Context: an optimization exercise on an open-source flow, tuned for small area, a short achievable clock period and few clock cycles. The choices shown serve that exercise and are no tape-out recipe.
The RTL was checked by simulation tests, not by an equivalence proof against the original design.
Power and IR drop assume default switching activity.

==> inputs of try-juniper <==
==> flow/design.v (excerpt) <==
module matmul_top (
	input  logic                   clk,
	input  logic                   reset_n,
	input  logic                   dut_valid,
	output logic                   dut_ready,
	output matmul_pkg::sram_addr_t input_read_address,
	input  matmul_pkg::sram_data_t input_read_data,
	output matmul_pkg::sram_addr_t weight_read_address,
	input  matmul_pkg::sram_data_t weight_read_data,
	output logic                   result_write_enable,
	output matmul_pkg::sram_addr_t result_write_address,
	output matmul_pkg::sram_data_t result_write_data
);
	logic issue, first, last;
	logic f1, f2, f3, f4;  
	logic l1, l2, l3, l4;  
	logic done;
	logic start;
	assign done = result_write_enable && !f4;
	matmul_ctrl u_ctrl (
		.clk                 (clk),
		.reset_n             (reset_n),
		.dut_valid           (dut_valid),
		.dut_ready           (dut_ready),
		.input_read_data     (input_read_data),
		.weight_read_data    (weight_read_data),
		.input_read_address  (input_read_address),
		.weight_read_address (weight_read_address),
		.issue               (issue),
		.first               (first),
		.last                (last),
		.done                (done),
		.start               (start)
	);
	always_ff @(posedge clk) begin
		if (!reset_n) begin
			f1 <= 1'b0; f2 <= 1'b0; f3 <= 1'b0; f4 <= 1'b0;
			l1 <= 1'b0; l2 <= 1'b0; l3 <= 1'b0; l4 <= 1'b0;
			result_write_enable <= 1'b0;
		end else begin
			f1 <= first; f2 <= f1; f3 <= f2; f4 <= f3;
			l1 <= last;  l2 <= l1; l3 <= l2; l4 <= l3;
			result_write_enable <= l4;
		end
	end
	matmul_addr_gen u_addr (
		.clk                  (clk),
		.start                (start),
		.write                (result_write_enable),
  ...
clock: 12.0 ns
lec_check: 0
cap_margin: 20
core_margin: 2
core_utilization: 55
cts_cluster_diameter: 120
cts_cluster_size: 24
slew_margin: 20
standard.sh (not shown) runs the stock make flow with config.mk's settings and CLKGATE_MAP_FILE= SYNTH_SCRIPT=/design/flow/synth_recipe.tcl, a recipe that flattens the netlist after the stock synthesis.
==> flow/flow/run.sh <==
#!/bin/bash
set -euo pipefail
MARGIN=${MARGIN:-8.8}
bash standard.sh SETUP_SLACK_MARGIN=$MARGIN \
  "BUFFER_PORTS_ARGS=-buffer_cell sky130_fd_sc_hd__buf_2" finish > standard.log 2>&1
==> inputs of try-harbor, as changes to try-juniper <==
==> flow/flow/run.sh (replaced) <==
#!/bin/bash
set -euo pipefail
MARGIN=${MARGIN:-8.6}
bash standard.sh SETUP_SLACK_MARGIN=$MARGIN \
  "BUFFER_PORTS_ARGS=-buffer_cell sky130_fd_sc_hd__buf_2" finish > standard.log 2>&1
==> comparison <==
In try-juniper the clock power is larger than in try-harbor, by about 0.8%. Against try-harbor, the sequential share of layout area of try-juniper is lower by 1.1 points. try-harbor passed the timing, DRC and antenna checks. try-juniper finished clean. Cell count: try-juniper is higher than try-harbor (about 1.4%). Register-to-register slack is about the same in try-juniper and try-harbor. Total power: try-juniper is larger than try-harbor (6.6%). Global-route usage: try-harbor is lower than try-juniper (0.71 points). In try-juniper the clock-buffer cell count is lower than in try-harbor, by 2. In try-juniper the via count is larger than in try-harbor, by about 4%. Sequential power is about the same in try-juniper and try-harbor.
==> figures <==
| metric | try-juniper | try-harbor |
|---|---|---|
| Run status | timing/DRC/antenna clean | timing/DRC/antenna clean |
| PostCTS Resize Cnt | 203 | 145 |
| Startpoint of the worst hold path | u_mac.acc[5]$_DFF_P_ | u_mac.acc[7]$_DFF_P_ |
| Antenna diode count | 1 | 2 |
| Power density normalized to cell area | 259 nW/um2 | 254 nW/um2 |
| Launching point of the worst reg2reg path | u_mac.cut_q[27]$_DFF_P_ | u_mac.one_q[5]$_DFF_P_ |
| Sequential share of power | 25.5% | 27.3% |
| Endpoint of the lowest-slack register-to-register path | u_mac.acc[20]$_DFF_P_ | u_mac.cut_q[73]$_DFF_P_ |
| Overall fraction of global-route tracks in use | 27.8% | 27.1% |
| Vias per std cell | 5.75 | 5.61 |
| Clock network area share | 1.74% | 1.84% |
| Internal Power | 4.44 mW | 4.14 mW |
| Non-clock buffer area fraction after layout | 9.11% | 6.86% |
| Min cycle time layout | 3.47 ns | 3.43 ns |
| Setup slack after placement | 8.23 ns | 8.21 ns |
| Met1 track utilization from global routing | 38.0% | 37.1% |
| Routed via count | 18.9k | 18.2k |
| Via count of the first global-routing pass | 18.7k | 18.6k |
| Placed cell areas | 26400 um2 | 26400 um2 |
| Sequential cell area | 8570 um2 | 8490 um2 |
Testbench counts of try-juniper, summed over its fixed seeds: cycles 30,328.
Testbench counts of try-harbor, summed over its fixed seeds: cycles 30,328.


==> inputs of run a <==
Another version of the RTL of matmul_top (not shown whole).
## matmul_top
module matmul_top (
	input  logic                   clk,
	input  logic                   reset_n,
	input  logic                   dut_valid,
	output logic                   dut_ready,
	output matmul_pkg::sram_addr_t input_read_address,
	input  matmul_pkg::sram_data_t input_read_data,
	output matmul_pkg::sram_addr_t weight_read_address,
	input  matmul_pkg::sram_data_t weight_read_data,
	output logic                   result_write_enable,
	output matmul_pkg::sram_addr_t result_write_address,
	output matmul_pkg::sram_data_t result_write_data
);
clock: 12.0 ns
lec_check: 0
cap_margin: 20
core_margin: 2
core_utilization: 55
cts_cluster_diameter: 120
cts_cluster_size: 24
slew_margin: 20
synth_hierarchical: 1
tns_end_percent: 0
==> flow/flow/run.sh <==
#!/bin/bash
set -euo pipefail
MARGIN=${MARGIN:-8.45}
bash standard.sh SETUP_SLACK_MARGIN=$MARGIN \
  "BUFFER_PORTS_ARGS=-buffer_cell sky130_fd_sc_hd__buf_1" finish > standard.log 2>&1
==> run b: changes against run a <==
==> flow/flow/run.sh (replaced) <==
#!/bin/bash
set -euo pipefail
MARGIN=${MARGIN:-8.6}
bash standard.sh SETUP_SLACK_MARGIN=$MARGIN \
  "BUFFER_PORTS_ARGS=-buffer_cell sky130_fd_sc_hd__buf_1" finish > standard.log 2>&1
--- a/flow/config.mk
+++ b/flow/config.mk
@@ -13,3 +13,2 @@
 export SLEW_MARGIN = 20
 export SYNTH_HIERARCHICAL = 1
-export TNS_END_PERCENT = 0
==> run c: changes against run a <==
==> flow/flow/run.sh (replaced) <==
#!/bin/bash
set -euo pipefail
MARGIN=${MARGIN:-8.55}
bash standard.sh SETUP_SLACK_MARGIN=$MARGIN \
  "BUFFER_PORTS_ARGS=-buffer_cell sky130_fd_sc_hd__buf_1" finish > standard.log 2>&1
--- a/flow/config.mk
+++ b/flow/config.mk
@@ -13,3 +13,2 @@
 export SLEW_MARGIN = 20
 export SYNTH_HIERARCHICAL = 1
-export TNS_END_PERCENT = 0
==> reports/results.tsv <==
metric	value	unit
total track usage	30.01	%
register share of the cell area	29.72	%
NonClk Buf Share	6.456	%
Psw	3.779	mW
clock network area share	1.964	%
max incr delay on CP	0.38	ns
Iter 0 DRT Violations	1616	
CTS clk-pin slew, worst paths	0.10	ns
post-CTS setup buffer count	38	
cells on worst reg2reg path	11	
RR Startpoint	f3$_SDFF_PN0_	
status	timing/DRC/antenna clean	
Filler Cell Count	3615	
overall routed net length	67.28	mm
Max FO, Critical Path	2	
Non-clock buffers	235	
fraction of area in multi-input gates	58.74	%
min Tclk post-route	3.438	ns
met2 Usage GRT	49.18	%
met1 usage	40.73	%
-- figures above: run c

==> reports/results.tsv <==
metric	value	unit
CORE AREA	42790	um2
Max FO, Critical Path	3	
Iter 0 DRT Violations	1764	
met1 usage	40.41	%
fraction of area in multi-input gates	61.07	%
Filler Cell Count	3709	
NonClk Buf Share	3.139	%
CTS clk-pin slew, worst paths	0.10	ns
RR Startpoint	u_mac.neg_q[1]$_DFF_P_	
met2 Usage GRT	48.47	%
min Tclk post-route	3.558	ns
status	timing/DRC/antenna clean	
Non-clock buffers	178	
-- figures above: run a

==> reports/results.tsv <==
metric	value	unit
status	timing/DRC/antenna clean	
Primary FF master, synth	dfxtp_1	
Comb. pwr	5.99	mW
post-CTS setup buffer count	50	
met2 Usage GRT	49.40	%
Iter 0 DRT Violations	1761	
register share of the cell area	29.46	%
NonClk Buf Share	7.253	%
Filler Cell Count	3587	
Non-clock buffers	243	
fraction of area in multi-input gates	58.26	%
EDFF count, synth	64	
Max FO, Critical Path	2	
clock network area share	1.944	%
cells on worst reg2reg path	6	
H-tree depth	1	
min Tclk post-route	3.442	ns
overall routed net length	67.72	mm
Psw	3.816	mW
RR Startpoint	u_mac.a_q[7]$_DFF_P_	
-- figures above: run b

Testbench counts of run a, summed over its fixed seeds: cycles 30,008.
Testbench counts of run b, summed over its fixed seeds: cycles 30,008.
Testbench counts of run c, summed over its fixed seeds: cycles 30,008.

## re-timing with driven ports
Ports are ideal in the flow. The routed layouts listed here were re-timed in OpenROAD. Step 1, drivers: a clkbuf_16 drives clk and a buf_2 each remaining input, both assumed. Step 2 also shifts input and output timing later by t, the mid clock arrival at the registers, as if the neighbouring blocks saw the same clock. Slacks: ideal ports / drivers / drivers and shift; pairs: ideal ports / drivers.
run | t (ns) | setup slack, ns | slew at the worst register clock pin (ns)
try-juniper | 0.617 | 8.535 / 8.476 / 8.659 | 0.10 / 0.10
try-harbor | 0.601 | 8.565 / 8.508 / 8.645 | 0.10 / 0.10
run a | 0.606 | 8.442 / 8.382 / 8.459 | 0.11 / 0.11
run b | 0.607 | 8.558 / 8.498 / 8.648 | 0.11 / 0.11
run c | 0.607 | 8.562 / 8.503 / 8.611 | 0.11 / 0.11
After both steps setup and hold are still met in every run listed.
